This design comes from an exercise in tuning for small area, a short achievable clock period and few clock cycles per item on the open sky130 flow, not from production work.
RTL that was checked went through simulation tests only; none was proved equivalent to the original.
For run 1, only the layout was checked, not whether the RTL still works.
Power and IR drop assume default switching activity.

==> flow/design.v <==
`timescale 1ns / 1ps
`default_nettype none
package sirdig_pkg;
  localparam int VAL_W        = 32;
  localparam int CHAR_W       = 8;
  localparam int LEN_W        = 5;
  localparam int CFG_DATA_W   = 64;
  localparam int CFG_ADDR_W   = 5;
  localparam int ALPH_BYTES   = 16;
  localparam int MAX_BASE_DEF = 16;
  localparam int NSTAGE       = 8;    
  localparam int CHUNK        = 4;    
  localparam int NSLOT        = 32;   
  localparam int SLOT_W       = 5;
  localparam logic [CHAR_W-1:0] MINUS_CHAR = 8'h2D;
  localparam logic [CHAR_W-1:0] PLUS_CHAR  = 8'h2B;
  localparam logic [1:0] REG_BASE_LEN  = 2'd0;
  localparam logic [1:0] REG_ALPH_LOW  = 2'd1;
  localparam logic [1:0] REG_ALPH_HIGH = 2'd2;
  function automatic logic [5:0] nd_est(input logic [4:0] b, input logic [5:0] bl);
    logic [5:0] k;
    k = 6'd1;
    case (b)
      5'd2: case (bl)
          6'd5: k = 6'd2;
          6'd6: k = 6'd2;
          6'd7: k = 6'd2;
          6'd8: k = 6'd2;
          6'd9: k = 6'd3;
          6'd10: k = 6'd3;
          6'd11: k = 6'd3;
          6'd12: k = 6'd3;
          6'd13: k = 6'd4;
          6'd14: k = 6'd4;
          6'd15: k = 6'd4;
          6'd16: k = 6'd4;
          6'd17: k = 6'd5;
          6'd18: k = 6'd5;
          6'd19: k = 6'd5;
          6'd20: k = 6'd5;
          6'd21: k = 6'd6;
          6'd22: k = 6'd6;
          6'd23: k = 6'd6;
          6'd24: k = 6'd6;
          6'd25: k = 6'd7;
          6'd26: k = 6'd7;
          6'd27: k = 6'd7;
          6'd28: k = 6'd7;
          6'd29: k = 6'd8;
          6'd30: k = 6'd8;
          6'd31: k = 6'd8;
          6'd32: k = 6'd8;
          default: k = 6'd1;
        endcase
      5'd3: case (bl)
          6'd2: k = 6'd2;
          6'd3: k = 6'd2;
          6'd4: k = 6'd3;
          6'd5: k = 6'd4;
          6'd6: k = 6'd4;
          6'd7: k = 6'd5;
          6'd8: k = 6'd6;
          6'd9: k = 6'd6;
          6'd10: k = 6'd7;
          6'd11: k = 6'd7;
          6'd12: k = 6'd8;
          6'd13: k = 6'd9;
          6'd14: k = 6'd9;
          6'd15: k = 6'd10;
          6'd16: k = 6'd11;
          6'd17: k = 6'd11;
          6'd18: k = 6'd12;
          6'd19: k = 6'd12;
          6'd20: k = 6'd13;
          6'd21: k = 6'd14;
          6'd22: k = 6'd14;
          6'd23: k = 6'd15;
          6'd24: k = 6'd16;
          6'd25: k = 6'd16;
          6'd26: k = 6'd17;
          6'd27: k = 6'd18;
          6'd28: k = 6'd18;
          6'd29: k = 6'd19;
          6'd30: k = 6'd19;
          6'd31: k = 6'd20;
          6'd32: k = 6'd21;
          default: k = 6'd1;
        endcase
      5'd4: case (bl)
          6'd5: k = 6'd2;
          6'd6: k = 6'd2;
          6'd7: k = 6'd2;
          6'd8: k = 6'd2;
          6'd9: k = 6'd3;
          6'd10: k = 6'd3;
          6'd11: k = 6'd3;
          6'd12: k = 6'd3;
          6'd13: k = 6'd4;
          6'd14: k = 6'd4;
          6'd15: k = 6'd4;
          6'd16: k = 6'd4;
          6'd17: k = 6'd5;
          6'd18: k = 6'd5;
          6'd19: k = 6'd5;
          6'd20: k = 6'd5;
          6'd21: k = 6'd6;
          6'd22: k = 6'd6;
          6'd23: k = 6'd6;
          6'd24: k = 6'd6;
          6'd25: k = 6'd7;
          6'd26: k = 6'd7;
          6'd27: k = 6'd7;
          6'd28: k = 6'd7;
          6'd29: k = 6'd8;
          6'd30: k = 6'd8;
          6'd31: k = 6'd8;
          6'd32: k = 6'd8;
          default: k = 6'd1;
        endcase
      5'd5: case (bl)
          6'd3: k = 6'd2;
          6'd4: k = 6'd2;
          6'd5: k = 6'd3;
          6'd6: k = 6'd3;
          6'd7: k = 6'd4;
          6'd8: k = 6'd4;
          6'd9: k = 6'd4;
          6'd10: k = 6'd5;
          6'd11: k = 6'd5;
          6'd12: k = 6'd6;
          6'd13: k = 6'd6;
          6'd14: k = 6'd7;
          6'd15: k = 6'd7;
          6'd16: k = 6'd7;
          6'd17: k = 6'd8;
          6'd18: k = 6'd8;
          6'd19: k = 6'd9;
          6'd20: k = 6'd9;
          6'd21: k = 6'd10;
          6'd22: k = 6'd10;
          6'd23: k = 6'd10;
          6'd24: k = 6'd11;
          6'd25: k = 6'd11;
          6'd26: k = 6'd12;
          6'd27: k = 6'd12;
          6'd28: k = 6'd13;
          6'd29: k = 6'd13;
          6'd30: k = 6'd13;
          6'd31: k = 6'd14;
          6'd32: k = 6'd14;
          default: k = 6'd1;
        endcase
      5'd6: case (bl)
          6'd3: k = 6'd2;
          6'd4: k = 6'd2;
          6'd5: k = 6'd2;
          6'd6: k = 6'd3;
          6'd7: k = 6'd3;
          6'd8: k = 6'd4;
          6'd9: k = 6'd4;
          6'd10: k = 6'd4;
          6'd11: k = 6'd5;
          6'd12: k = 6'd5;
          6'd13: k = 6'd6;
          6'd14: k = 6'd6;
          6'd15: k = 6'd6;
          6'd16: k = 6'd7;
          6'd17: k = 6'd7;
          6'd18: k = 6'd7;
          6'd19: k = 6'd8;
          6'd20: k = 6'd8;
          6'd21: k = 6'd9;
          6'd22: k = 6'd9;
          6'd23: k = 6'd9;
          6'd24: k = 6'd10;
          6'd25: k = 6'd10;
          6'd26: k = 6'd11;
          6'd27: k = 6'd11;
          6'd28: k = 6'd11;
          6'd29: k = 6'd12;
          6'd30: k = 6'd12;
          6'd31: k = 6'd12;
          6'd32: k = 6'd13;
          default: k = 6'd1;
        endcase
      5'd7: case (bl)
          6'd3: k = 6'd2;
          6'd4: k = 6'd2;
          6'd5: k = 6'd2;
          6'd6: k = 6'd3;
          6'd7: k = 6'd3;
          6'd8: k = 6'd3;
          6'd9: k = 6'd4;
          6'd10: k = 6'd4;
          6'd11: k = 6'd4;
          6'd12: k = 6'd5;
          6'd13: k = 6'd5;
          6'd14: k = 6'd5;
          6'd15: k = 6'd6;
          6'd16: k = 6'd6;
          6'd17: k = 6'd7;
          6'd18: k = 6'd7;
          6'd19: k = 6'd7;
          6'd20: k = 6'd8;
          6'd21: k = 6'd8;
          6'd22: k = 6'd8;
          6'd23: k = 6'd9;
          6'd24: k = 6'd9;
          6'd25: k = 6'd9;
          6'd26: k = 6'd10;
          6'd27: k = 6'd10;
          6'd28: k = 6'd10;
          6'd29: k = 6'd11;
          6'd30: k = 6'd11;
          6'd31: k = 6'd12;
          6'd32: k = 6'd12;
          default: k = 6'd1;
        endcase
      5'd8: case (bl)
          6'd4: k = 6'd2;
          6'd5: k = 6'd2;
          6'd6: k = 6'd2;
          6'd7: k = 6'd3;
          6'd8: k = 6'd3;
          6'd9: k = 6'd3;
          6'd10: k = 6'd4;
          6'd11: k = 6'd4;
          6'd12: k = 6'd4;
          6'd13: k = 6'd5;
          6'd14: k = 6'd5;
          6'd15: k = 6'd5;
          6'd16: k = 6'd6;
          6'd17: k = 6'd6;
          6'd18: k = 6'd6;
          6'd19: k = 6'd7;
          6'd20: k = 6'd7;
          6'd21: k = 6'd7;
          6'd22: k = 6'd8;
          6'd23: k = 6'd8;
          6'd24: k = 6'd8;
          6'd25: k = 6'd9;
          6'd26: k = 6'd9;
          6'd27: k = 6'd9;
          6'd28: k = 6'd10;
          6'd29: k = 6'd10;
          6'd30: k = 6'd10;
          6'd31: k = 6'd11;
          6'd32: k = 6'd11;
          default: k = 6'd1;
        endcase
      5'd9: case (bl)
          6'd4: k = 6'd2;
          6'd5: k = 6'd2;
          6'd6: k = 6'd2;
          6'd7: k = 6'd3;
          6'd8: k = 6'd3;
          6'd9: k = 6'd3;
          6'd10: k = 6'd4;
          6'd11: k = 6'd4;
          6'd12: k = 6'd4;
          6'd13: k = 6'd5;
          6'd14: k = 6'd5;
          6'd15: k = 6'd5;
          6'd16: k = 6'd6;
          6'd17: k = 6'd6;
          6'd18: k = 6'd6;
          6'd19: k = 6'd6;
          6'd20: k = 6'd7;
          6'd21: k = 6'd7;
          6'd22: k = 6'd7;
          6'd23: k = 6'd8;
          6'd24: k = 6'd8;
          6'd25: k = 6'd8;
          6'd26: k = 6'd9;
          6'd27: k = 6'd9;
          6'd28: k = 6'd9;
          6'd29: k = 6'd10;
          6'd30: k = 6'd10;
          6'd31: k = 6'd10;
          6'd32: k = 6'd11;
          default: k = 6'd1;
        endcase
      5'd10: case (bl)
          6'd4: k = 6'd2;
          6'd5: k = 6'd2;
          6'd6: k = 6'd2;
          6'd7: k = 6'd3;
          6'd8: k = 6'd3;
          6'd9: k = 6'd3;
          6'd10: k = 6'd4;
          6'd11: k = 6'd4;
          6'd12: k = 6'd4;
          6'd13: k = 6'd4;
          6'd14: k = 6'd5;
          6'd15: k = 6'd5;
          6'd16: k = 6'd5;
          6'd17: k = 6'd6;
          6'd18: k = 6'd6;
          6'd19: k = 6'd6;
          6'd20: k = 6'd7;
          6'd21: k = 6'd7;
          6'd22: k = 6'd7;
          6'd23: k = 6'd7;
          6'd24: k = 6'd8;
          6'd25: k = 6'd8;
          6'd26: k = 6'd8;
          6'd27: k = 6'd9;
          6'd28: k = 6'd9;
          6'd29: k = 6'd9;
          6'd30: k = 6'd10;
          6'd31: k = 6'd10;
          6'd32: k = 6'd10;
          default: k = 6'd1;
        endcase
      5'd11: case (bl)
          6'd4: k = 6'd2;
          6'd5: k = 6'd2;
          6'd6: k = 6'd2;
          6'd7: k = 6'd3;
          6'd8: k = 6'd3;
          6'd9: k = 6'd3;
          6'd10: k = 6'd3;
          6'd11: k = 6'd4;
          6'd12: k = 6'd4;
          6'd13: k = 6'd4;
          6'd14: k = 6'd5;
          6'd15: k = 6'd5;
          6'd16: k = 6'd5;
          6'd17: k = 6'd5;
          6'd18: k = 6'd6;
          6'd19: k = 6'd6;
          6'd20: k = 6'd6;
          6'd21: k = 6'd7;
          6'd22: k = 6'd7;
          6'd23: k = 6'd7;
          6'd24: k = 6'd7;
          6'd25: k = 6'd8;
          6'd26: k = 6'd8;
          6'd27: k = 6'd8;
          6'd28: k = 6'd9;
          6'd29: k = 6'd9;
          6'd30: k = 6'd9;
          6'd31: k = 6'd9;
          6'd32: k = 6'd10;
          default: k = 6'd1;
        endcase
      5'd12: case (bl)
          6'd4: k = 6'd2;
          6'd5: k = 6'd2;
          6'd6: k = 6'd2;
          6'd7: k = 6'd2;
          6'd8: k = 6'd3;
          6'd9: k = 6'd3;
          6'd10: k = 6'd3;
          6'd11: k = 6'd4;
          6'd12: k = 6'd4;
          6'd13: k = 6'd4;
          6'd14: k = 6'd4;
          6'd15: k = 6'd5;
          6'd16: k = 6'd5;
          6'd17: k = 6'd5;
          6'd18: k = 6'd6;
          6'd19: k = 6'd6;
          6'd20: k = 6'd6;
          6'd21: k = 6'd6;
          6'd22: k = 6'd7;
          6'd23: k = 6'd7;
          6'd24: k = 6'd7;
          6'd25: k = 6'd7;
          6'd26: k = 6'd8;
          6'd27: k = 6'd8;
          6'd28: k = 6'd8;
          6'd29: k = 6'd9;
          6'd30: k = 6'd9;
          6'd31: k = 6'd9;
          6'd32: k = 6'd9;
          default: k = 6'd1;
        endcase
      5'd13: case (bl)
          6'd4: k = 6'd2;
          6'd5: k = 6'd2;
          6'd6: k = 6'd2;
          6'd7: k = 6'd2;
          6'd8: k = 6'd3;
          6'd9: k = 6'd3;
          6'd10: k = 6'd3;
          6'd11: k = 6'd3;
          6'd12: k = 6'd4;
          6'd13: k = 6'd4;
          6'd14: k = 6'd4;
          6'd15: k = 6'd5;
          6'd16: k = 6'd5;
          6'd17: k = 6'd5;
          6'd18: k = 6'd5;
          6'd19: k = 6'd6;
          6'd20: k = 6'd6;
          6'd21: k = 6'd6;
          6'd22: k = 6'd6;
          6'd23: k = 6'd7;
          6'd24: k = 6'd7;
          6'd25: k = 6'd7;
          6'd26: k = 6'd8;
          6'd27: k = 6'd8;
          6'd28: k = 6'd8;
          6'd29: k = 6'd8;
          6'd30: k = 6'd9;
          6'd31: k = 6'd9;
          6'd32: k = 6'd9;
          default: k = 6'd1;
        endcase
      5'd14: case (bl)
          6'd4: k = 6'd2;
          6'd5: k = 6'd2;
          6'd6: k = 6'd2;
          6'd7: k = 6'd2;
          6'd8: k = 6'd3;
          6'd9: k = 6'd3;
          6'd10: k = 6'd3;
          6'd11: k = 6'd3;
          6'd12: k = 6'd4;
          6'd13: k = 6'd4;
          6'd14: k = 6'd4;
          6'd15: k = 6'd4;
          6'd16: k = 6'd5;
          6'd17: k = 6'd5;
          6'd18: k = 6'd5;
          6'd19: k = 6'd5;
          6'd20: k = 6'd6;
          6'd21: k = 6'd6;
          6'd22: k = 6'd6;
          6'd23: k = 6'd7;
          6'd24: k = 6'd7;
          6'd25: k = 6'd7;
          6'd26: k = 6'd7;
          6'd27: k = 6'd8;
          6'd28: k = 6'd8;
          6'd29: k = 6'd8;
          6'd30: k = 6'd8;
          6'd31: k = 6'd9;
          6'd32: k = 6'd9;
          default: k = 6'd1;
        endcase
      5'd15: case (bl)
          6'd4: k = 6'd2;
          6'd5: k = 6'd2;
          6'd6: k = 6'd2;
          6'd7: k = 6'd2;
          6'd8: k = 6'd3;
          6'd9: k = 6'd3;
          6'd10: k = 6'd3;
          6'd11: k = 6'd3;
          6'd12: k = 6'd4;
          6'd13: k = 6'd4;
          6'd14: k = 6'd4;
          6'd15: k = 6'd4;
          6'd16: k = 6'd5;
          6'd17: k = 6'd5;
          6'd18: k = 6'd5;
          6'd19: k = 6'd5;
          6'd20: k = 6'd6;
          6'd21: k = 6'd6;
          6'd22: k = 6'd6;
          6'd23: k = 6'd6;
          6'd24: k = 6'd7;
          6'd25: k = 6'd7;
          6'd26: k = 6'd7;
          6'd27: k = 6'd7;
          6'd28: k = 6'd8;
          6'd29: k = 6'd8;
          6'd30: k = 6'd8;
          6'd31: k = 6'd8;
          6'd32: k = 6'd9;
          default: k = 6'd1;
        endcase
      5'd16: case (bl)
          6'd5: k = 6'd2;
          6'd6: k = 6'd2;
          6'd7: k = 6'd2;
          6'd8: k = 6'd2;
          6'd9: k = 6'd3;
          6'd10: k = 6'd3;
          6'd11: k = 6'd3;
          6'd12: k = 6'd3;
          6'd13: k = 6'd4;
          6'd14: k = 6'd4;
          6'd15: k = 6'd4;
          6'd16: k = 6'd4;
          6'd17: k = 6'd5;
          6'd18: k = 6'd5;
          6'd19: k = 6'd5;
          6'd20: k = 6'd5;
          6'd21: k = 6'd6;
          6'd22: k = 6'd6;
          6'd23: k = 6'd6;
          6'd24: k = 6'd6;
          6'd25: k = 6'd7;
          6'd26: k = 6'd7;
          6'd27: k = 6'd7;
          6'd28: k = 6'd7;
          6'd29: k = 6'd8;
          6'd30: k = 6'd8;
          6'd31: k = 6'd8;
          6'd32: k = 6'd8;
          default: k = 6'd1;
        endcase
      default: k = 6'd1;
    endcase
    nd_est = k;
  endfunction
endpackage
`default_nettype wire
`timescale 1ns / 1ps
`default_nettype none
module sirdig_div #(
  parameter int STAGE = 0
) (
  input  logic                          clk,
  input  logic                          rst_n,
  input  logic                          v_in,
  input  logic                          first_in,    
  input  logic                          sel_x,       
  input  logic                          tag_in,      
  input  logic                          last_in,     
  input  logic [3:0]                    u_in,
  input  logic [sirdig_pkg::CHUNK-1:0]  xa,          
  input  logic [sirdig_pkg::CHUNK-1:0]  xb,          
  input  logic [3:0]                    k0,
  input  logic [3:0]                    k1,
  input  logic [3:0]                    k0p,         
  input  logic [3:0]                    k1p,         
  input  logic                          odd,
  output logic                          v_out,
  output logic                          first_out,
  output logic                          tag_out,
  output logic                          last_out,
  output logic [3:0]                    u_out
);
  logic [sirdig_pkg::CHUNK-1:0] q_r;    
  logic [sirdig_pkg::CHUNK-1:0] dvd;
  logic [sirdig_pkg::CHUNK-1:0] q_nxt;
  logic [3:0]                   u_nxt;
  function automatic logic [3:0] add2v(input logic [2:0] v, input logic [3:0] kk);
    logic c2, c3;
    c2 = v[0] & kk[1];
    c3 = (v[1] & kk[2]) | (v[1] & c2) | (kk[2] & c2);
    add2v = {v[2] ^ kk[3] ^ c3, v[1] ^ kk[2] ^ c2, v[0] ^ kk[1], kk[0]};
  endfunction
  always_comb begin
    logic [3:0] u;
    logic       c;
    logic       x;
    logic [3:0] kk0, kk1;
    dvd = sel_x ? (tag_in ? xb : xa) : q_r;
    u   = u_in;
    for (int i = sirdig_pkg::CHUNK - 1; i >= 0; i--) begin
      x        = dvd[i];
      kk0      = x ? k0p : k0;
      kk1      = x ? k1p : k1;
      c        = u[3] | (odd & x & u[2] & u[1] & u[0]);
      q_nxt[i] = c;
      u        = c ? add2v(u[2:0], kk1) : add2v(u[2:0], kk0);
    end
    u_nxt = u;
  end
  always_ff @(posedge clk) begin
    if (!rst_n) begin
      v_out <= 1'b0;
    end else begin
      v_out <= v_in;
    end
  end
  always_ff @(posedge clk) begin
    if (v_in) begin
      q_r       <= q_nxt;
      u_out     <= u_nxt;
      first_out <= first_in;
      tag_out   <= tag_in;
      last_out  <= last_in;
    end
  end
endmodule
`default_nettype wire
`timescale 1ns / 1ps
`default_nettype none
module sirdig_achk #(
  parameter int MAX_BASE = sirdig_pkg::MAX_BASE_DEF
) (
  input  logic                                        clk,
  input  logic                                        rst_n,
  input  logic                                        restart,
  input  logic [sirdig_pkg::LEN_W-1:0]                len,
  input  logic [MAX_BASE-1:0][sirdig_pkg::CHAR_W-1:0] alph,
  input  logic [sirdig_pkg::CHAR_W-1:0]               row_char,
  output logic [$clog2(MAX_BASE)-1:0]                 row,
  output logic                                        done,
  output logic                                        ok
);
  localparam int DIG_W = $clog2(MAX_BASE);
  logic             row_bad;
  logic [sirdig_pkg::CHAR_W-1:0] rc_r;     
  logic [DIG_W-1:0] rowd_r;
  logic             vld_r;
  logic             last_row;
  logic             len_ok;
  assign len_ok = (len >= sirdig_pkg::LEN_W'(2)) && (len <= sirdig_pkg::LEN_W'(MAX_BASE));
  always_comb begin
    row_bad = (rc_r == sirdig_pkg::PLUS_CHAR) || (rc_r == sirdig_pkg::MINUS_CHAR);
    for (int b = 1; b < MAX_BASE; b++) begin
      if ((sirdig_pkg::LEN_W'(b) < len) && (DIG_W'(b) > rowd_r) && (alph[b] == rc_r)) begin
        row_bad = 1'b1;
      end
    end
    last_row = ({{(sirdig_pkg::LEN_W-DIG_W){1'b0}}, rowd_r} == (len - sirdig_pkg::LEN_W'(1)));
  end
  always_ff @(posedge clk) begin
    rc_r   <= row_char;
    rowd_r <= row;
  end
  always_ff @(posedge clk) begin
    if (!rst_n || restart) begin
      done  <= 1'b0;
      ok    <= 1'b0;
      row   <= '0;
      vld_r <= 1'b0;
    end else if (!done) begin
      vld_r <= 1'b1;
      row   <= row + DIG_W'(1);
      if (!len_ok || (vld_r && row_bad)) begin
        done <= 1'b1;
        ok   <= 1'b0;
      end else if (vld_r && last_row) begin
        done <= 1'b1;
        ok   <= 1'b1;
      end
    end
  end
endmodule
`default_nettype wire
`timescale 1ns / 1ps
`default_nettype none
module signed_int_to_radix_digits #(
  parameter int MAX_BASE = sirdig_pkg::MAX_BASE_DEF
) (
  input  logic                                  clk,
  input  logic                                  rst_n,
  input  logic                                  start,
  output logic                                  busy,
  input  logic signed [sirdig_pkg::VAL_W-1:0]   in_value,
  output logic                                  out_strobe,
  output logic [sirdig_pkg::CHAR_W-1:0]         out_character,
  output logic                                  out_last,
  input  logic                                  psel,
  input  logic                                  penable,
  input  logic                                  pwrite,
  input  logic [sirdig_pkg::CFG_ADDR_W-1:0]     paddr,
  input  logic [sirdig_pkg::CFG_DATA_W-1:0]     pwdata,
  output logic [sirdig_pkg::CFG_DATA_W-1:0]     prdata,
  output logic                                  pready
);
  localparam int NS    = sirdig_pkg::NSTAGE;
  localparam int CW    = sirdig_pkg::CHUNK;
  localparam int SW    = sirdig_pkg::SLOT_W;
  localparam int NSLOT = sirdig_pkg::NSLOT;
  localparam int DIG_W = $clog2(MAX_BASE);
  logic [sirdig_pkg::LEN_W-1:0]      len_r;
  logic [sirdig_pkg::CFG_DATA_W-1:0] alow_r;
  logic [sirdig_pkg::CFG_DATA_W-1:0] ahigh_r;
  logic [MAX_BASE-1:0][sirdig_pkg::CHAR_W-1:0] alph;
  logic                  cfg_wr;
  logic                  flush_n;
  assign alph   = {ahigh_r, alow_r};
  assign pready = 1'b1;
  assign cfg_wr = psel && penable && pwrite;
  always_ff @(posedge clk) begin
    if (!rst_n) begin
      len_r   <= '0;
      alow_r  <= '0;
      ahigh_r <= '0;
    end else if (cfg_wr) begin
      case (paddr[4:3])
        sirdig_pkg::REG_BASE_LEN:  len_r   <= pwdata[sirdig_pkg::LEN_W-1:0];
        sirdig_pkg::REG_ALPH_LOW:  alow_r  <= pwdata;
        sirdig_pkg::REG_ALPH_HIGH: ahigh_r <= pwdata;
        default:       ;
      endcase
    end
  end
  always_comb begin
    case (paddr[4:3])
      sirdig_pkg::REG_BASE_LEN:  prdata = {{(sirdig_pkg::CFG_DATA_W-sirdig_pkg::LEN_W){1'b0}}, len_r};
      sirdig_pkg::REG_ALPH_LOW:  prdata = alow_r;
      sirdig_pkg::REG_ALPH_HIGH: prdata = ahigh_r;
      default:       prdata = '0;
    endcase
  end
  logic [3:0] k0_r, k1_r, k0p_r, k1p_r, dlt_r;
  logic       odd_r, m2_r, m4_r;
  always_ff @(posedge clk) begin
    logic [4:0] beff;
    logic [4:0] dl;
    beff  = ((len_r == 5'd2) || (len_r == 5'd4)) ? 5'd16 : len_r;
    dl    = (5'd16 - beff) >> 1;
    dlt_r <= dl[3:0];
    k0_r  <= 4'(5'd0 - dl);
    k1_r  <= 4'(5'd0 - dl - beff);
    k0p_r <= 4'(5'd1 - dl);
    k1p_r <= 4'(5'd1 - dl - beff);
    odd_r <= beff[0];
    m2_r  <= (len_r == 5'd2);
    m4_r  <= (len_r == 5'd4);
  end
  logic             chk_done, chk_ok;
  logic [DIG_W-1:0] chk_row;
  logic [3:0]       alph_sel;
  logic [sirdig_pkg::CHAR_W-1:0] alph_char;
  assign alph_char = alph[alph_sel];
  sirdig_achk #(.MAX_BASE(MAX_BASE)) u_achk (
    .clk      (clk),
    .rst_n    (rst_n),
    .restart  (cfg_wr),
    .len      (len_r),
    .alph     (alph),
    .row_char (alph_char),
    .row      (chk_row),
    .done     (chk_done),
    .ok       (chk_ok)
  );
  logic [1:0][sirdig_pkg::VAL_W-1:0] xm_r;    
  logic [1:0]            xn_r;      
  logic [1:0]            xf_r;      
  logic [1:0]            xs_r;      
  logic                  wr_p, rd_p;
  logic [1:0]            x_free;    
  logic                  accept;
  assign busy   = xf_r[wr_p] && !x_free[wr_p];
  assign accept = start && !busy;
  always_ff @(posedge clk) begin
    if (accept) begin
      xn_r[wr_p] <= in_value[sirdig_pkg::VAL_W-1];
      xm_r[wr_p] <= in_value[sirdig_pkg::VAL_W-1] ? (sirdig_pkg::VAL_W'(~in_value) + sirdig_pkg::VAL_W'(1))
                                                  : sirdig_pkg::VAL_W'(in_value);
    end
  end
  logic [5:0]  icnt_r;        
  logic [5:0]  occ_r;         
  logic [2:0]  push_p, cmp_p, pop_p;    
  logic        issue, istart;
  logic        i_last;
  logic [5:0]  nde;
  logic [5:0]  bl;
  logic [sirdig_pkg::VAL_W-1:0] xsel;
  always_comb begin
    xsel = xm_r[rd_p];
    bl   = '0;
    for (int i = 0; i < sirdig_pkg::VAL_W; i++) begin
      if (xsel[i]) bl = 6'(i + 1);
    end
    nde = sirdig_pkg::nd_est(len_r, bl);
  end
  always_comb begin
    logic room;
    room   = (occ_r < 6'(NSLOT));
    issue  = 1'b0;
    istart = 1'b0;
    i_last = 1'b0;
    if (icnt_r != '0) begin
      issue  = room;
      i_last = (icnt_r == 6'd1);
    end else if (xf_r[rd_p] && !xs_r[rd_p] && ((push_p - pop_p) != 3'd4) && room) begin
      issue  = 1'b1;
      istart = 1'b1;
      i_last = (nde == 6'd1);
    end
  end
  logic [NS-1:0]      sv, sf, st, sl;
  logic [NS-1:0][3:0] su;
  for (genvar s = 0; s < NS; s++) begin : g_stage
    sirdig_div #(.STAGE(s)) u_stage (
      .clk       (clk),
      .rst_n     (flush_n),
      .v_in      ((s == 0) ? issue  : sv[(s == 0) ? 0 : s-1]),
      .first_in  ((s == 0) ? istart : sf[(s == 0) ? 0 : s-1]),
      .sel_x     ((s == 0) ? (icnt_r == '0) : sf[(s == 0) ? 0 : s-1]),
      .tag_in    ((s == 0) ? rd_p   : st[(s == 0) ? 0 : s-1]),
      .last_in   ((s == 0) ? i_last : sl[(s == 0) ? 0 : s-1]),
      .u_in      ((s == 0) ? dlt_r  : su[(s == 0) ? 0 : s-1]),
      .xa        (xm_r[0][sirdig_pkg::VAL_W-1-CW*s -: CW]),
      .xb        (xm_r[1][sirdig_pkg::VAL_W-1-CW*s -: CW]),
      .k0        (k0_r),
      .k1        (k1_r),
      .k0p       (k0p_r),
      .k1p       (k1p_r),
      .odd       (odd_r),
      .v_out     (sv[s]),
      .first_out (sf[s]),
      .tag_out   (st[s]),
      .last_out  (sl[s]),
      .u_out     (su[s])
    );
  end
  assign x_free[0] = sv[NS-2] && sf[NS-2] && !st[NS-2];
  assign x_free[1] = sv[NS-2] && sf[NS-2] &&  st[NS-2];
  logic [3:0]       d_neg;
  logic [3:0][SW-1:0] d_top;
  logic [3:0][1:0]    d_sub;     
  logic [3:0]    slot_r [NSLOT];
  logic [SW-1:0] wp_r;
  logic [3:0]    wdig;
  logic          wspur;
  assign wdig  = su[NS-1] - dlt_r;
  assign wspur = sl[NS-1] && !sf[NS-1] && (wdig == 4'd0);
  always_ff @(posedge clk) begin
    if (sv[NS-1] && !wspur) begin
      slot_r[wp_r] <= wdig;
    end
  end
  logic          act_r, sgn_r;
  logic [SW-1:0] rp_r, bp_r, nbase_r;
  logic [1:0]    sub_r;
  logic [SW-1:0] curn_r;
  logic [3:0]    rdig, idx;
  logic          r_lastbeat, item_end, ready, load;
  logic [SW-1:0] ltop, lcnt;
  logic [1:0]    wsub;
  logic [5:0]    freed;
  assign rdig       = slot_r[rp_r];
  assign r_lastbeat = (rp_r == bp_r) && (sub_r == 2'd0);
  assign item_end   = act_r && !sgn_r && r_lastbeat;
  assign ready      = (cmp_p != pop_p) && chk_done;
  assign load       = ready && (!act_r || item_end);
  assign ltop       = d_top[pop_p[1:0]];
  assign lcnt       = ltop - nbase_r + SW'(1);
  always_comb begin
    if (m2_r)      idx = {3'b0, rdig[sub_r]};
    else if (m4_r) idx = {2'b0, sub_r[0] ? rdig[3:2] : rdig[1:0]};
    else           idx = rdig;
    if (m2_r)      wsub = wdig[3] ? 2'd3 : wdig[2] ? 2'd2 : wdig[1] ? 2'd1 : 2'd0;
    else if (m4_r) wsub = (wdig[3:2] != 2'd0) ? 2'd1 : 2'd0;
    else           wsub = 2'd0;
    alph_sel = chk_done ? idx : chk_row;
    freed = '0;
    if (item_end) freed = freed + 6'(curn_r);
    if (load && !chk_ok) freed = freed + 6'(lcnt);
  end
  logic                  out_strobe_r;
  logic [sirdig_pkg::CHAR_W-1:0] out_character_r;
  logic                  out_last_r;
  assign flush_n = rst_n && !cfg_wr;
  always_ff @(posedge clk) begin
    if (!flush_n) begin
      xf_r    <= '0;
      xs_r    <= '0;
      wr_p    <= 1'b0;
      rd_p    <= 1'b0;
      icnt_r  <= '0;
      occ_r   <= '0;
      push_p  <= '0;
      cmp_p   <= '0;
      pop_p   <= '0;
      wp_r    <= '0;
      act_r   <= 1'b0;
      sgn_r   <= 1'b0;
      nbase_r <= '0;
      out_strobe_r <= 1'b0;
    end else begin
      for (int k = 0; k < 2; k++) begin
        if (x_free[k]) xf_r[k] <= 1'b0;
      end
      if (accept) begin
        xf_r[wr_p] <= 1'b1;
        xs_r[wr_p] <= 1'b0;
        wr_p       <= !wr_p;
      end
      if (istart) begin
        xs_r[rd_p]               <= 1'b1;
        rd_p                     <= !rd_p;
        icnt_r                   <= nde - 6'd1;
        d_neg[push_p[1:0]]       <= xn_r[rd_p];
        push_p                   <= push_p + 3'd1;
      end else if (issue) begin
        icnt_r <= icnt_r - 6'd1;
      end
      occ_r <= occ_r + 6'(issue) - 6'(sv[NS-1] && wspur) - freed;
      if (sv[NS-1]) begin
        if (!wspur) wp_r <= wp_r + SW'(1);
        if (sl[NS-1]) begin
          d_top[cmp_p[1:0]]  <= wspur ? (wp_r - SW'(1)) : wp_r;
          d_sub[cmp_p[1:0]]  <= wsub;
          cmp_p              <= cmp_p + 3'd1;
        end
      end
      out_strobe_r <= act_r;
      if (act_r) begin
        if (sgn_r) begin
          sgn_r <= 1'b0;
        end else if (!r_lastbeat) begin
          if (sub_r != 2'd0) begin
            sub_r <= sub_r - 2'd1;
          end else begin
            rp_r  <= rp_r - SW'(1);
            sub_r <= m2_r ? 2'd3 : (m4_r ? 2'd1 : 2'd0);
          end
        end
      end
      if (item_end) act_r <= 1'b0;
      if (load) begin
        pop_p   <= pop_p + 3'd1;
        nbase_r <= ltop + SW'(1);
        if (chk_ok) begin
          act_r  <= 1'b1;
          sgn_r  <= d_neg[pop_p[1:0]];
          rp_r   <= ltop;
          bp_r   <= nbase_r;
          sub_r  <= d_sub[pop_p[1:0]];
          curn_r <= lcnt;
        end
      end
    end
  end
  always_ff @(posedge clk) begin
    out_character_r <= sgn_r ? sirdig_pkg::MINUS_CHAR : alph_char;
    out_last_r      <= !sgn_r && r_lastbeat;
  end
  assign out_strobe    = out_strobe_r;
  assign out_character = out_character_r;
  assign out_last      = out_last_r;
endmodule
`default_nettype wire
==> flow/run.sh <==
#!/bin/bash
# synth_recipe.tcl (not shown) runs the flow's synth.tcl, then flattens the netlist and writes it again
# the make line also repeats each setting of config.mk as NAME=value (left out here)
make -C /OpenROAD-flow-scripts/flow DESIGN_CONFIG=/design/flow/config.mk WORK_HOME=/design/flow/orfs CLKGATE_MAP_FILE= SYNTH_SCRIPT=/design/flow/synth_recipe.tcl finish
==> flow/config.mk <==
export PLATFORM = sky130hd
export DESIGN_NAME = signed_int_to_radix_digits
export DESIGN_NICKNAME = signed_int_to_radix_digits
export VERILOG_FILES = /design/flow/design.v
export SDC_FILE = /design/flow/constraint.sdc
export NUM_CORES = 4
export LEC_CHECK = 0
export CAP_MARGIN = 20
export CORE_MARGIN = 2
export CORE_UTILIZATION = 40
export SETUP_SLACK_MARGIN = 3.5
export SLEW_MARGIN = 20
==> flow/constraint.sdc <==
create_clock -name core_clock -period 8.0 [get_ports {clk}]
set_input_delay 1.6000 -clock core_clock [delete_from_list [all_inputs] [get_ports {clk}]]
set_output_delay 1.6000 -clock core_clock [all_outputs]
set_load 0.01 [all_outputs]
==> flow_summary.json, run 1 <==
{
  "maxCapViolations": 0,
  "portBuffers": 178,
  "std_cell_rows": 116,
  "post-route-period-util_pct": 67.48,
  "start_util_pct": 40.21,
  "setup_viol": 0,
  "syn_area_sq_mm": 0.04015,
  "slowest_stage": "a21o_1",
  "ys_types": 110,
  "wl_per_cell_um": 23.44,
  "postCtsHoldBufs": 0,
  "ff2ff_setup_slack_ns": 2.60,
  "max-slew-margin-rel_pct": 22.98,
  "hold_path_end": "u_achk.rowd_r[2]$_DFF_P_",
  "grt_pass1_wl_mm": 205.7,
  "peakVddDrop_mv": 0.2172,
  "fp.coreArea_sq_mm": 0.09986,
  "tightest_slew_ns": 1.154,
  "multi_input_comb_area_sq_mm": 0.02652,
  "p_int_mw": 8.889,
  "timing.rr.start": "g_stage[6].u_stage.tag_out$_DFFE_PP_",
  "clock_power_share_pct": 23.0,
  "cts.sinks": 565,
  "synth_top_area_share_pct": 24.68,
  "cp.required_ns": 8.37,
  "finalMaxSlewViolations": 0,
  "clk_pin_slew_ns": 0.06,
  "cts_tree": "yes",
  "fp.dieW_um": 320.8,
  "p_per_area_mw_per_mm2": 281.8,
  "insertion_delay_ns": 0.64,
  "post-route-util_pct": 50.87,
  "place_area_sq_mm": 0.04344,
  "yosysSeqAreaShare_pct": 36.40,
  "die_h_um": 320.8,
  "whs_path_depth": 0,
  "endpoint_kind": "register",
  "fill_cells": 9007,
  "antenna_found_initial": 3,
  "place_congestion": 0.9441,
  "synthCells": 4135,
  "crit_chain": "buf_4 -> buf_4 -> mux2i_4 -> a21o_1 -> mux2_2 -> fa_1 -> xnor2_1 -> and2_1 -> o211a_1 -> a211oi_4 -> o31ai_4 -> mux4_2 -> nand2_2 -> fa_1 -> xnor2_2 -> xnor2_1 -> nand2_1 -> o221ai_1",
  "grt-ovfl-total": 0,
  "seqCellArea_sq_mm": 0.01465,
  "p_leak_nw": 19.12,
  "cts_max_path_buffers": 3,
  "p_comb_share_pct": 51.3,
  "p_seq_share_pct": 25.7,
  "synth_area_per_cell_sq_um": 9.709,
  "ios": 183,
  "slowest_delay_ns": 0.55,
  "synth-async-reset-ratio_pct": 0,
  "grt_pass1_vias": 34000,
  "drt_wl_total_mm": 136.9,
  "period_needed_ns": 5.399,
  "crit_type": "register to register",
  "worstSetupStartpoint": "g_stage[6].u_stage.tag_out$_DFFE_PP_",
  "routed_via_density": 6.001,
  "vias": 35060,
  "min_path_type": "register to register",
  "reg2reg_depth": 18,
  "grt_setup_unrepaired": "true",
  "nets": 4747,
  "drc": 0,
  "grt.total_usage_pct": 25.60,
  "switchingPower_mw": 5.427,
  "synth-edff-count": 330,
  "syn_to_final_growth_pct": 26.53,
  "dp_hpwl_mm": 87.93,
  "critical_path.top_delay_family": "compound AO/OA/AOI/OAI gates",
  "final.setup.tns_ns": 0,
  "cts_buffers": 66,
  "final_area_sq_mm": 0.05080,
  "yosysWarnings": 10,
  "synth.top_cells.by_area": "edfxtp_1 25%, dfxtp_1 12%, mux2i_1 6.1%",
  "layout_common_cells": "446 x nand2_1, 330 x edfxtp_1, 323 x buf_4",
  "fmax_mhz": 185.2,
  "drtAntennaViolNets": 0,
  "hold_start": "u_achk.row[2]$_SDFFE_PN0N_",
  "synth_ff_type": "edfxtp_1",
  "die_area_sq_mm": 0.1029,
  "htreeDepth": 3,
  "cts-root-buf": "clkbuf_16",
  "syn-num-nets": 4391,
  "grt_max_degree": 81,
  "p_sw_share_pct": 37.91,
  "timing.final.hold_violations": 0,
  "drt-initial-drc-count": 3482,
  "synth_top_area_cell": "edfxtp_1",
  "synth_seq_cells": 565,
  "worst-path-buf-inv": 2,
  "crit_arrival_ns": 5.77,
  "drive_gt1_share_pct": 25.25,
  "r2r_end": "g_stage[7].u_stage.u_out[3]$_DFFE_PP_",
  "cp_max_fo": 13,
  "cp-start-kind": "register",
  "layout_commonest_cell": "nand2_1",
  "final.setup_skew_ns": 0.02393,
  "dr.pass1.iters": 7,
  "outcome": "timing/DRC/antenna clean"
}
area by class of cell:
type / instances / area share [%]
Sequential cell: 565 / 28.83
Clock inverter: 30 / 0.9335
Antenna cell: 2 / 0.009852
Timing Repair inverter: 1 / 0.009852
Inverter: 186 / 1.468
Multi-Input combinational cell: 3121 / 52.21
Clock buffer: 89 / 3.798
Timing Repair Buffer: 550 / 9.544
Tap cell: 1298 / 3.197
per-stage QoR:
stage / cells / hold slack, ns / power (mW) / worst slack [ns]
2_1_floorplan: 4135 / 0.3587 / 7.682 / 2.945
3_3_place_gp: 5409 / 0.3691 / 8.801 / 1.769
3_5_place_dp: 5409 / 0.3693 / 8.841 / 1.816
4_1_cts: 5746 / 0.3814 / 13.26 / 2.596
5_1_grt: 5842 / 0.3906 / 15.00 / 2.412
6_report: 5842 / 0.3797 / 14.32 / 2.601
worst register-to-register path, delay by kind of cell (launching register included):
kind / cells / cell delay, ns
simple gates: 3 / 0.31
buf+inv: 2 / 0.32
mux: 3 / 1.31
flops: 1 / 0.41
compound gates: 5 / 1.50
fa+ha+maj: 2 / 0.82
xor+xnor: 3 / 0.49
routing by layer:
| layer | vias to the layer above | part of all wire [%] | wire [um] | track usage, % |
|---|---|---|---|---|
| met5 | - | 0.0095 | 13 | 0 |
| met4 | 2 | 4.4 | 5992 | 10.72 |
| met3 | 397 | 8.3 | 11320 | 5.132 |
| met2 | 1525 | 46 | 62540 | 40.30 |
| met1 | 17180 | 42 | 57060 | 34.34 |
| li1 | 15950 | - | - | - |
cells in the mapped netlist, types with 15 or more instances:
cell type,instances
o211a_1,15
xor2_1,108
nor2_1,259
buf_2,22
a2111oi_0,24
or2_2,22
o2111ai_1,15
a21o_1,36
nor4_1,34
or3_1,20
o31ai_1,19
xnor2_1,195
fa_1,71
a21boi_0,128
a21oi_1,142
o211ai_1,70
o21ai_0,131
ha_1,78
a31oi_1,21
nor3_1,73
mux2i_1,245
nand4_1,58
edfxtp_1,330
o21a_1,16
clkbuf_1,209
nand3_1,73
nand2_1,469
a22o_1,62
inv_1,178
nor3b_1,23
a221oi_1,16
nor2b_1,54
and2_1,58
mux4_2,93
dfxtp_1,235
mux2_2,66
o21ai_1,17
and3_1,40
o22ai_1,39
a211oi_1,64
nand2b_1,41
buf_1,29
o2bb2ai_1,15
worst max path at each step:
stage,cells after the start,to,slack [ns]
6_report,18,g_stage[7].u_stage.u_out[3]$_DFFE_PP_,2.60
5_1_grt,19,g_stage[3].u_stage.u_out[1]$_DFFE_PP_,2.41
4_1_cts,23,g_stage[0].u_stage.u_out[1]$_DFFE_PP_,2.60
3_5_place_dp,5,prdata[49],1.82
3_3_place_gp,5,prdata[45],1.77
2_1_floorplan,19,g_stage[1].u_stage.u_out[3]$_DFFE_PP_,2.94
power by group through the flow:
stage	registers (mW)	logic (mW)	clock network [mW]
after global placement	3.75	5.05	0
after CTS	3.67	6.25	3.34
final	3.69	7.34	3.29
after global routing	3.71	7.83	3.46
after floorplan	3.62	4.07	0
after detailed placement	3.75	5.09	0
cell families after synthesis:
family	Yosys count	synth area share [%]
other cells	1	0.009341
compound gates	967	17.63
xor+xnor	307	6.803
mux	405	13.21
flops	565	36.40
buf+inv	454	4.397
fa+ha+maj	149	5.971
simple gates	1287	15.58
timing repair:
item                                    4_1_cts  5_1_grt
pin swaps                                   135      175
endpoints found under the setup margin      164       68
gates resized for setup                     318      275
buffers inserted                            210       94
cloned                                        8        0
==> run 2, diff against run 1 <==
--- a/flow/design.v
+++ b/flow/design.v
@@ -599,5 +599,2 @@
   logic             row_bad;
-  logic [sirdig_pkg::CHAR_W-1:0] rc_r;     
-  logic [DIG_W-1:0] rowd_r;
-  logic             vld_r;
   logic             last_row;
@@ -606,5 +603,5 @@
   always_comb begin
-    row_bad = (rc_r == sirdig_pkg::PLUS_CHAR) || (rc_r == sirdig_pkg::MINUS_CHAR);
+    row_bad = (row_char == sirdig_pkg::PLUS_CHAR) || (row_char == sirdig_pkg::MINUS_CHAR);
     for (int b = 1; b < MAX_BASE; b++) begin
-      if ((sirdig_pkg::LEN_W'(b) < len) && (DIG_W'(b) > rowd_r) && (alph[b] == rc_r)) begin
+      if ((sirdig_pkg::LEN_W'(b) < len) && (DIG_W'(b) > row) && (alph[b] == row_char)) begin
         row_bad = 1'b1;
@@ -612,7 +609,3 @@
     end
-    last_row = ({{(sirdig_pkg::LEN_W-DIG_W){1'b0}}, rowd_r} == (len - sirdig_pkg::LEN_W'(1)));
-  end
-  always_ff @(posedge clk) begin
-    rc_r   <= row_char;
-    rowd_r <= row;
+    last_row = ({{(sirdig_pkg::LEN_W-DIG_W){1'b0}}, row} == (len - sirdig_pkg::LEN_W'(1)));
   end
@@ -620,15 +613,14 @@
     if (!rst_n || restart) begin
-      done  <= 1'b0;
-      ok    <= 1'b0;
-      row   <= '0;
-      vld_r <= 1'b0;
+      done <= 1'b0;
+      ok   <= 1'b0;
+      row  <= '0;
     end else if (!done) begin
-      vld_r <= 1'b1;
-      row   <= row + DIG_W'(1);
-      if (!len_ok || (vld_r && row_bad)) begin
+      if (!len_ok || row_bad) begin
         done <= 1'b1;
         ok   <= 1'b0;
-      end else if (vld_r && last_row) begin
+      end else if (last_row) begin
         done <= 1'b1;
         ok   <= 1'b1;
+      end else begin
+        row <= row + DIG_W'(1);
       end
@@ -802,3 +794,3 @@
   assign x_free[1] = sv[NS-2] && sf[NS-2] &&  st[NS-2];
-  logic [3:0]       d_neg;
+  logic [3:0]       d_neg, d_multi, d_done;
   logic [3:0][SW-1:0] d_top;
@@ -810,3 +802,3 @@
   assign wdig  = su[NS-1] - dlt_r;
-  assign wspur = sl[NS-1] && !sf[NS-1] && (wdig == 4'd0);
+  assign wspur = sl[NS-1] && d_multi[cmp_p[1:0]] && (wdig == 4'd0);
   always_ff @(posedge clk) begin
@@ -828,3 +820,3 @@
   assign item_end   = act_r && !sgn_r && r_lastbeat;
-  assign ready      = (cmp_p != pop_p) && chk_done;
+  assign ready      = (push_p != pop_p) && d_done[pop_p[1:0]] && chk_done;
   assign load       = ready && (!act_r || item_end);
@@ -859,2 +851,3 @@
       pop_p   <= '0;
+      d_done  <= '0;
       wp_r    <= '0;
@@ -878,2 +871,4 @@
         d_neg[push_p[1:0]]       <= xn_r[rd_p];
+        d_multi[push_p[1:0]]     <= (nde != 6'd1);
+        d_done[push_p[1:0]]      <= 1'b0;
         push_p                   <= push_p + 3'd1;
@@ -888,2 +883,3 @@
           d_sub[cmp_p[1:0]]  <= wsub;
+          d_done[cmp_p[1:0]] <= 1'b1;
           cmp_p              <= cmp_p + 3'd1;
--- a/flow/config.mk
+++ b/flow/config.mk
@@ -10,3 +10,2 @@
 export CORE_UTILIZATION = 40
-export SETUP_SLACK_MARGIN = 3.5
 export SLEW_MARGIN = 20
==> run 2 against run 1 <==
Global-route usage grew 0.11 points. Critical path depth down 2. Via count down 2.7%. Clock-buffer cell count increased by 9. First-iteration DRC count is 2.7% lower. Sequential power shrank 3%. Cell count down 3.4%. Total power down 23%. Largest cell class unchanged. Largest power group unchanged.
==> flow_summary.json, run 2 <==
{
  "ios": 183,
  "fill_cells": 9414,
  "synth_ff_type": "edfxtp_1",
  "timing.final.hold_violations": 0,
  "slowest_stage": "dfxtp_1",
  "yosysMostFrequentCell": "nand2_1",
  "place_congestion": 0.9991,
  "portBuffers": 178,
  "slowest_delay_ns": 1.05,
  "maxCapViolations": 0,
  "grt_max_degree": 78,
  "ff2ff_setup_slack_ns": 0.85,
  "peakVddDrop_mv": 0.2012,
  "endpoint_kind": "register",
  "dp_hpwl_mm": 95.14,
  "p_per_area_mw_per_mm2": 243.4,
  "nets": 4557,
  "muxShareOfSynthArea_pct": 11.90,
  "post-route-period-util_pct": 89.32,
  "antenna_found_initial": 2,
  "final.setup.tns_ns": 0,
  "min_path_type": "register to register",
  "hold_path_end": "g_stage[1].u_stage.last_out$_DFFE_PP_",
  "clk_pin_slew_ns": 0.06,
  "die_h_um": 320.1,
  "synth_top_family_by_area": "compound AO/OA/AOI/OAI gates",
  "htreeDepth": 3,
  "cts_max_path_buffers": 3,
  "synth-compound-area-share_pct": 19.10,
  "synth_top_area_cell": "edfxtp_1",
  "whs_path_depth": 0,
  "critical_path.top_delay_family": "simple AND/OR/NAND/NOR gates",
  "cts_resized": 0,
  "cts.sinks": 558,
  "cts-root-buf": "clkbuf_16",
  "cp.required_ns": 8.59,
  "holdWs_ns": 0.4221,
  "std_cell_rows": 115,
  "grt_pass1_wl_mm": 203.7,
  "multi_input_comb_area_sq_mm": 0.02354,
  "outcome": "timing/DRC/antenna clean",
  "drt-initial-drc-count": 3389,
  "crit_arrival_ns": 7.73,
  "synthTopCellsByCount": "553 x nand2_1, 333 x edfxtp_1, 304 x mux2i_1",
  "p_leak_nw": 16.31,
  "layout_commonest_cell": "nand2_1",
  "drtAntennaViolNets": 0,
  "synth-async-reset-ratio_pct": 0,
  "cts_buffers": 68,
  "post_cts_buffers": 0,
  "routed_via_density": 6.045,
  "reg2reg_depth": 16,
  "seqCellArea_sq_mm": 0.01451,
  "drc": 0,
  "syn_area_sq_mm": 0.03996,
  "yosysSeqAreaShare_pct": 36.30,
  "post-place-ws_ns": 0.9655,
  "vias": 34120,
  "grt_setup_unrepaired": "false",
  "fp.coreArea_sq_mm": 0.09871,
  "insertion_delay_ns": 0.66,
  "synth_area_per_cell_sq_um": 9.409,
  "worst-path-buf-inv": 1,
  "synthCells": 4247,
  "setup_viol": 0,
  "grt-ovfl-total": 0,
  "cp-start-kind": "register",
  "synth-edff-count": 333,
  "synthAdderAreaFrac_pct": 6.012,
  "synth_top_area_share_pct": 25.02,
  "synth-simple-area-share_pct": 16.44,
  "hold_start": "g_stage[0].u_stage.last_out$_DFFE_PP_",
  "cts_tree": "yes",
  "start_util_pct": 40.48,
  "path_common_cell": "nor4_1",
  "finalMaxSlewViolations": 0,
  "synth_xor_area_share_pct": 5.216,
  "period_needed_ns": 7.146,
  "die_area_sq_mm": 0.1024,
  "synth.top_cells.by_area": "edfxtp_1 25%, dfxtp_1 11%, mux2i_1 7.6%",
  "grt.total_usage_pct": 25.71,
  "r2r_end": "u_achk.ok$_SDFFE_PN0P_",
  "syn_to_final_growth_pct": 13.28,
  "cp_max_fo": 21,
  "drive_gt1_share_pct": 9.460,
  "ys_types": 109,
  "max-slew-margin-rel_pct": 25.97,
  "grt_pass1_vias": 32170,
  "postCtsHoldBufs": 0,
  "synth_seq_cells": 558,
  "tightest_slew_ns": 1.109,
  "crit_type": "register to register",
  "fp.dieW_um": 320.1,
  "syn-num-nets": 4504,
  "final.setup_skew_ns": 0.02803,
  "layout_common_cells": "552 x nand2_1, 333 x edfxtp_1, 304 x mux2i_1",
  "fmax_mhz": 139.9,
  "crit_chain": "nor2_1 -> a22oi_1 -> a21oi_1 -> nor4_1 -> a221o_1 -> buf_4 -> mux4_2 -> o2bb2ai_2 -> nor3_4 -> xnor2_1 -> nor4_1 -> a311o_1 -> a211o_1 -> nor4_4 -> nand2b_1 -> a211oi_2",
  "wl_per_cell_um": 23.95,
  "dr.pass1.iters": 6,
  "yosysWarnings": 10,
  "drt_wl_total_mm": 135.2,
  "layout_setup_ws_ns": 0.8542
}
==> run 2: changes by cell type in the layout (fill, tap and decap cells not counted), moves of 38 or more <==
cell,previous run,this run
mux4_2,93,51
a22oi_1,5,57
a211oi_1,34,75
xor2_1,102,53
a21oi_1,104,158
nor4_1,23,75
clkdlybuf4s50_1,124,177
dlygate4sd2_1,48,0
o31a_1,2,47
fa_2,38,0
nand2_1,446,552
buf_4,323,96
mux2i_1,213,304
==> run 2: logic make-up after synthesis <==
kind of cell             count (synthesis)
multiplexers                           405
buffers and inverters                  490
AO/OA/AOI/OAI                         1049
XOR/XNOR                               238
adder cells (fa/ha/maj)                150
AND/OR/NAND/NOR                       1356
flip-flops                             558
other                                    1
==> run 2: worst max path at each step <==
stage | end | depth (start not counted) | slack [ns] | from
after detailed placement | u_achk.row[3]$_SDFFE_PN0P_ | 16 | 0.97 | register
after CTS | u_achk.ok$_SDFFE_PN0P_ | 16 | 0.94 | register
after global placement | u_achk.row[2]$_SDFFE_PN0P_ | 16 | 1.02 | register
after global routing | u_achk.row[2]$_SDFFE_PN0P_ | 16 | 0.59 | register
after floorplan | g_stage[2].u_stage.u_out[0]$_DFFE_PP_ | 20 | 1.53 | k1_r[1]$_DFF_P_
final | u_achk.ok$_SDFFE_PN0P_ | 16 | 0.85 | register
==> run 2: where the power goes <==
| group | leakage [nW] | switching (mW) | internal, mW |
|---|---|---|---|
| Sequential | 4.87 | 0.203 | 3.38 |
| Clock | 1.12 | 1.33 | 1.92 |
| Combinational | 10.3 | 2.45 | 1.74 |
==> run 2: stage by stage <==
stage	utilization (%)	instance area, sq um	cells	power (mW)
after floorplan	-	39960	4247	6.787
after global placement	43.49	42930	5517	7.700
after detailed placement	43.49	42930	5517	7.755
after CTS	45.85	45260	5642	11.01
after global routing	45.86	45260	5642	11.56
final	45.86	45270	5644	11.02
==> run 2: layer usage <==
| metal | global-route usage (%) | vias up | share of wire [%] |
|---|---|---|---|
| met4 | 9.577 | 2 | 4.1 |
| li1 | - | 15800 | - |
| met5 | 0 | - | 0.011 |
| met3 | 3.939 | 314 | 7.1 |
| met1 | 33.87 | 16550 | 42 |
| met2 | 42.58 | 1454 | 47 |
==> run 2: final cells by class <==
class,count,share of cell area [%]
Clock buffer,98,4.229
Timing Repair Buffer,275,5.594
Tap cell,1287,3.557
Antenna cell,2,0.01106
Inverter,198,1.642
Clock inverter,27,0.9121
Multi-Input combinational cell,3199,52.00
Sequential cell,558,32.06
Testbench counts of run 2, summed over its fixed seeds: cycles 30,059, items 3,078.
==> run 3, diff against run 2 <==
--- a/flow/design.v
+++ b/flow/design.v
@@ -521,2 +521,4 @@
   input  logic                          sel_x,       
+  input  logic                          pre_first,   
+  input  logic                          pre_tag,     
   input  logic                          tag_in,      
@@ -552,3 +554,3 @@
     logic [3:0] kk0, kk1;
-    dvd = sel_x ? (tag_in ? xb : xa) : q_r;
+    dvd = (STAGE == 0 && sel_x) ? (tag_in ? xb : xa) : q_r;
     u   = u_in;
@@ -572,9 +574,11 @@
   always_ff @(posedge clk) begin
-    if (v_in) begin
-      q_r       <= q_nxt;
-      u_out     <= u_nxt;
-      first_out <= first_in;
-      tag_out   <= tag_in;
-      last_out  <= last_in;
+    if (STAGE != 0 && pre_first) begin
+      q_r <= pre_tag ? xb : xa;
+    end else if (v_in) begin
+      q_r <= q_nxt;
     end
+    u_out     <= u_nxt;
+    first_out <= first_in;
+    tag_out   <= tag_in;
+    last_out  <= last_in;
   end
@@ -599,2 +603,5 @@
   logic             row_bad;
+  logic [sirdig_pkg::CHAR_W-1:0] rc_r;     
+  logic [DIG_W-1:0] rowd_r;
+  logic             vld_r;
   logic             last_row;
@@ -603,5 +610,5 @@
   always_comb begin
-    row_bad = (row_char == sirdig_pkg::PLUS_CHAR) || (row_char == sirdig_pkg::MINUS_CHAR);
+    row_bad = (rc_r == sirdig_pkg::PLUS_CHAR) || (rc_r == sirdig_pkg::MINUS_CHAR);
     for (int b = 1; b < MAX_BASE; b++) begin
-      if ((sirdig_pkg::LEN_W'(b) < len) && (DIG_W'(b) > row) && (alph[b] == row_char)) begin
+      if ((sirdig_pkg::LEN_W'(b) < len) && (DIG_W'(b) > rowd_r) && (alph[b] == rc_r)) begin
         row_bad = 1'b1;
@@ -609,3 +616,7 @@
     end
-    last_row = ({{(sirdig_pkg::LEN_W-DIG_W){1'b0}}, row} == (len - sirdig_pkg::LEN_W'(1)));
+    last_row = ({{(sirdig_pkg::LEN_W-DIG_W){1'b0}}, rowd_r} == (len - sirdig_pkg::LEN_W'(1)));
+  end
+  always_ff @(posedge clk) begin
+    rc_r   <= row_char;
+    rowd_r <= row;
   end
@@ -613,14 +624,15 @@
     if (!rst_n || restart) begin
-      done <= 1'b0;
-      ok   <= 1'b0;
-      row  <= '0;
+      done  <= 1'b0;
+      ok    <= 1'b0;
+      row   <= '0;
+      vld_r <= 1'b0;
     end else if (!done) begin
-      if (!len_ok || row_bad) begin
+      vld_r <= 1'b1;
+      row   <= row + DIG_W'(1);
+      if (!len_ok || (vld_r && row_bad)) begin
         done <= 1'b1;
         ok   <= 1'b0;
-      end else if (last_row) begin
+      end else if (vld_r && last_row) begin
         done <= 1'b1;
         ok   <= 1'b1;
-      end else begin
-        row <= row + DIG_W'(1);
       end
@@ -743,4 +755,9 @@
   logic [sirdig_pkg::VAL_W-1:0] xsel;
+  logic [1:0][5:0] xd_r;      
+  logic [1:0]      xdv_r;     
+  logic            nw_r;      
+  logic            nwp_r;     
+  logic [5:0]      ndw;
   always_comb begin
-    xsel = xm_r[rd_p];
+    xsel = xm_r[nwp_r];
     bl   = '0;
@@ -749,3 +766,8 @@
     end
-    nde = sirdig_pkg::nd_est(len_r, bl);
+    ndw = sirdig_pkg::nd_est(len_r, bl);
+    nde = xd_r[rd_p];
+  end
+  always_ff @(posedge clk) begin
+    if (nw_r) xd_r[nwp_r] <= ndw;
+    nwp_r <= wr_p;
   end
@@ -760,3 +782,3 @@
       i_last = (icnt_r == 6'd1);
-    end else if (xf_r[rd_p] && !xs_r[rd_p] && ((push_p - pop_p) != 3'd4) && room) begin
+    end else if (xf_r[rd_p] && xdv_r[rd_p] && !xs_r[rd_p] && ((push_p - pop_p) != 3'd4) && room) begin
       issue  = 1'b1;
@@ -767,2 +789,3 @@
   logic [NS-1:0]      sv, sf, st, sl;
+  logic               sel0_r;      
   logic [NS-1:0][3:0] su;
@@ -774,3 +797,5 @@
       .first_in  ((s == 0) ? istart : sf[(s == 0) ? 0 : s-1]),
-      .sel_x     ((s == 0) ? (icnt_r == '0) : sf[(s == 0) ? 0 : s-1]),
+      .sel_x     (sel0_r),
+      .pre_first ((s == 0) ? 1'b0 : (s == 1) ? istart : (sv[(s < 2) ? 0 : s-2] && sf[(s < 2) ? 0 : s-2])),
+      .pre_tag   ((s <= 1) ? rd_p : st[(s < 2) ? 0 : s-2]),
       .tag_in    ((s == 0) ? rd_p   : st[(s == 0) ? 0 : s-1]),
@@ -794,3 +819,3 @@
   assign x_free[1] = sv[NS-2] && sf[NS-2] &&  st[NS-2];
-  logic [3:0]       d_neg, d_multi, d_done;
+  logic [3:0]       d_neg;
   logic [3:0][SW-1:0] d_top;
@@ -802,3 +827,3 @@
   assign wdig  = su[NS-1] - dlt_r;
-  assign wspur = sl[NS-1] && d_multi[cmp_p[1:0]] && (wdig == 4'd0);
+  assign wspur = sl[NS-1] && !sf[NS-1] && (wdig == 4'd0);
   always_ff @(posedge clk) begin
@@ -820,3 +845,3 @@
   assign item_end   = act_r && !sgn_r && r_lastbeat;
-  assign ready      = (push_p != pop_p) && d_done[pop_p[1:0]] && chk_done;
+  assign ready      = (cmp_p != pop_p) && chk_done;
   assign load       = ready && (!act_r || item_end);
@@ -847,2 +872,5 @@
       icnt_r  <= '0;
+      sel0_r  <= 1'b1;
+      nw_r    <= 1'b0;
+      xdv_r   <= '0;
       occ_r   <= '0;
@@ -851,3 +879,2 @@
       pop_p   <= '0;
-      d_done  <= '0;
       wp_r    <= '0;
@@ -861,6 +888,9 @@
       end
+      nw_r <= accept;
+      if (nw_r) xdv_r[nwp_r] <= 1'b1;
       if (accept) begin
-        xf_r[wr_p] <= 1'b1;
-        xs_r[wr_p] <= 1'b0;
-        wr_p       <= !wr_p;
+        xf_r[wr_p]  <= 1'b1;
+        xs_r[wr_p]  <= 1'b0;
+        xdv_r[wr_p] <= 1'b0;
+        wr_p        <= !wr_p;
       end
@@ -870,5 +900,4 @@
         icnt_r                   <= nde - 6'd1;
+        sel0_r                   <= (nde == 6'd1);
         d_neg[push_p[1:0]]       <= xn_r[rd_p];
-        d_multi[push_p[1:0]]     <= (nde != 6'd1);
-        d_done[push_p[1:0]]      <= 1'b0;
         push_p                   <= push_p + 3'd1;
@@ -876,2 +905,3 @@
         icnt_r <= icnt_r - 6'd1;
+        sel0_r <= (icnt_r == 6'd1);
       end
@@ -883,3 +913,2 @@
           d_sub[cmp_p[1:0]]  <= wsub;
-          d_done[cmp_p[1:0]] <= 1'b1;
           cmp_p              <= cmp_p + 3'd1;
--- a/flow/config.mk
+++ b/flow/config.mk
@@ -7,2 +7,3 @@
 export LEC_CHECK = 0
+export ABC_AREA = 1
 export CAP_MARGIN = 20
@@ -10,2 +11,3 @@
 export CORE_UTILIZATION = 40
+export SETUP_SLACK_MARGIN = 3.5
 export SLEW_MARGIN = 20
==> run 3 against run 2 <==
Critical endpoint is now prdata[0]. Sequential share of layout area is 0.74 points higher. Via count increased by 1.0%. Register-to-register slack improved by 2.7 ns. Still clean. Synthesized area is 7.7% lower. Sequential cell count rose by 24. Die area fell by 7.6%. Routed wire length is 5.7% lower. Largest power group unchanged.
==> flow_summary.json, run 3 <==
{
  "cts_tree": "yes",
  "synth_seq_cells": 582,
  "crit_chain": "clkdlybuf4s15_2 -> inv_1 -> nor2_4 -> buf_4 -> buf_16 -> nand2_1 -> o211ai_1 -> clkdlybuf4s15_1",
  "grt.total_usage_pct": 25.99,
  "die_h_um": 307.6,
  "slowest_stage": "clkdlybuf4s15_1",
  "grt_setup_unrepaired": "true",
  "htreeDepth": 3,
  "final.setup.tns_ns": 0,
  "grt_max_degree": 91,
  "maxCapViolations": 0,
  "place_congestion": 1.001,
  "synth_ff_type": "dfxtp_1",
  "cp-start-kind": "primary input",
  "drc": 0,
  "tightest_slew_ns": 1.233,
  "peakVddDrop_mv": 0.3009,
  "ios": 183,
  "max-slew-margin-rel_pct": 17.77,
  "layout_setup_ws_ns": 3.529,
  "syn_area_sq_mm": 0.03688,
  "post-place-ws_ns": 2.074,
  "ys_types": 70,
  "fp.dieW_um": 307.6,
  "outcome": "timing/DRC/antenna clean",
  "final_area_sq_mm": 0.04440,
  "vias": 34460,
  "syn_to_final_growth_pct": 20.40,
  "grt_pass1_vias": 32230,
  "std_cell_rows": 111,
  "drive_gt1_share_pct": 12.99,
  "cts_max_path_buffers": 3,
  "cp.required_ns": 6.40,
  "insertion_delay_ns": 0.63,
  "dpl.cell_count": 5895,
  "dr.pass1.iters": 6,
  "grt-ovfl-total": 0,
  "synthTopCellsByCount": "887 x nand2_1, 704 x o21ai_0, 478 x inv_1",
  "yosysWarnings": 10,
  "min_path_type": "register to register",
  "p_per_area_mw_per_mm2": 372.6,
  "holdWs_ns": 0.3132,
  "nets": 5182,
  "crit_type": "primary input to output pin",
  "fp.coreArea_sq_mm": 0.09152,
  "drt_wl_total_mm": 127.4,
  "fmax_mhz": 223.7,
  "finalMaxSlewViolations": 0,
  "die_area_sq_mm": 0.09464,
  "final.setup_skew_ns": 0.03999,
  "yosysMostFrequentCell": "nand2_1",
  "synth.top_cells.by_area": "edfxtp_1 23%, dfxtp_1 16%, o21ai_0 9.6%",
  "timing.final.hold_violations": 0,
  "antenna_found_initial": 2,
  "cp_max_fo": 14,
  "drt-initial-drc-count": 3409,
  "antenna_cells": 0,
  "setup_viol": 0,
  "place_area_sq_mm": 0.03949,
  "layout.cells.non_filler": 6167,
  "yosysSeqAreaShare_pct": 39.38,
  "drtAntennaViolNets": 0,
  "portBuffers": 178,
  "synth_top_area_share_pct": 23.37,
  "synth_area_per_cell_sq_um": 7.769,
  "post-route-period-util_pct": 55.89,
  "slowest_delay_ns": 0.29,
  "syn-num-nets": 5001,
  "layout_common_cells": "873 x nand2_1, 652 x o21ai_0, 448 x nor2_1",
  "period_needed_ns": 4.471,
  "dp_hpwl_mm": 85.48,
  "routed_via_density": 5.588,
  "start_util_pct": 40.29,
  "synth_top_area_cell": "edfxtp_1",
  "wl_per_cell_um": 20.66,
  "crit_arrival_ns": 2.87,
  "synth-edff-count": 287,
  "p_leak_nw": 17.48,
  "cts_buffers": 69,
  "endpoint_kind": "output pin",
  "layout_commonest_cell": "nand2_1",
  "cts.sinks": 582,
  "clk_pin_slew_ns": 0.06,
  "synthCells": 4747,
  "synth-async-reset-ratio_pct": 0,
  "grt_pass1_wl_mm": 191.6,
  "cts-root-buf": "clkbuf_16"
}
## run 3: area by class of cell
cell class / instances / area [sq um]
Fill cell: 8757 / 47120
Multi-Input combinational cell: 3386 / 20650
Sequential cell: 582 / 14560
Timing Repair Buffer: 379 / 3351
Inverter: 506 / 1997
Clock buffer: 91 / 1881
Tap cell: 1186 / 1484
Clock inverter: 33 / 451.7
Timing Repair inverter: 4 / 27.53
## run 3: where the power goes
group / switching (mW) / leakage [nW] / internal, mW / total [mW]
Sequential: 0.318 / 5.03 / 3.80 / 4.11
Combinational: 5.44 / 11.3 / 3.73 / 9.17
Clock: 1.35 / 1.13 / 1.91 / 3.26
## run 3: final timing paths
kind | start | end | slack [ns] | cells past startpoint
setup / recovery | paddr[4] | prdata[0] | 3.53 | 8
hold / removal | g_stage[2].u_stage.last_out$_DFF_P_ | g_stage[3].u_stage.last_out$_DFF_P_ | 0.31 | 0
setup reg to reg | nwp_r$_DFF_P_ | register | 3.55 | 19
hold reg to reg | g_stage[2].u_stage.last_out$_DFF_P_ | g_stage[3].u_stage.last_out$_DFF_P_ | 0.31 | 0
## run 3: repair_timing
item,in CTS,in global routing
cloned,9,2
hold buffers,0,0
gates resized for setup,324,277
pin swaps,15,72
buffers inserted,42,93
endpoints found under the setup margin,269,113
## run 3: kinds of logic after synthesis
kind of cell | Yosys count | synth area share, %
xor gates and xnor gates | 274 | 6.548
AOI/OAI and AO/OA | 1284 | 19.95
adders and majority gates | 147 | 6.433
DFF | 582 | 39.38
and+or+nand+nor | 1617 | 17.81
buffers and inverters | 780 | 8.177
muxes | 62 | 1.693
other | 1 | 0.01017
## run 3: metrics by stage
step                total power [mW]  util (%)
finish                         16.54     48.51
global route                   17.61     48.51
CTS                            15.50     46.87
detailed placement             11.95     43.15
global placement               11.86     43.15
floorplan                      10.06         -
## run 3: worst max-delay path, delay by kind of cell
kind | cells | cell delay (ns)
buf+inv | 5 | 0.90
simple gates | 2 | 0.21
compound gates | 1 | 0.15
## run 3: per-layer routing
metal / vias up / GRT usage [%] / part of all wire [%]
met2: 1518 / 40.95 / 45
met5: - / 0 / 0
met3: 350 / 3.868 / 8.1
met1: 16280 / 35.55 / 42
met4: 0 / 10.95 / 4.4
li1: 16320 / - / -
Testbench counts of run 3, summed over its fixed seeds: cycles 30,436, items 3,078.

-- what the ideal ports hide --
Ports are ideal in the flow. The routed layouts listed here were re-timed in OpenROAD.
Step 1: set_driving_cell puts a clkbuf_16 on clk and a buf_2 on each other input, an assumption about the parent block.
Step 2 moves the port delays by t, midway between the first and last clock arrival at a register: inputs arrive t later, outputs are due t later. That takes back most of the time a late clock gives input paths.
Slacks: ideal ports / drivers / drivers and shift; pairs: ideal ports / drivers.
| run | t, ns | setup WS [ns] | slew at the worst register clock pin (ns) | worst slew at a driven data input, ns | cell pins on the clock port's net |
|---|---|---|---|---|---|
| run 1 | 0.704 | 2.601 / 2.601 / 2.601 | 0.07 / 0.07 | 0.12 | 1 |
| run 2 | 0.714 | 0.854 / 0.854 / 0.854 | 0.06 / 0.06 | 0.09 | 1 |
| run 3 | 0.678 | 3.529 / 3.495 / 3.110 | 0.07 / 0.07 | 0.07 | 1 |
After both steps setup and hold are still met in every run listed. For run 3, which loses most, drivers alone change the setup slack by -0.034 ns; drivers and shift together by -0.419 ns.
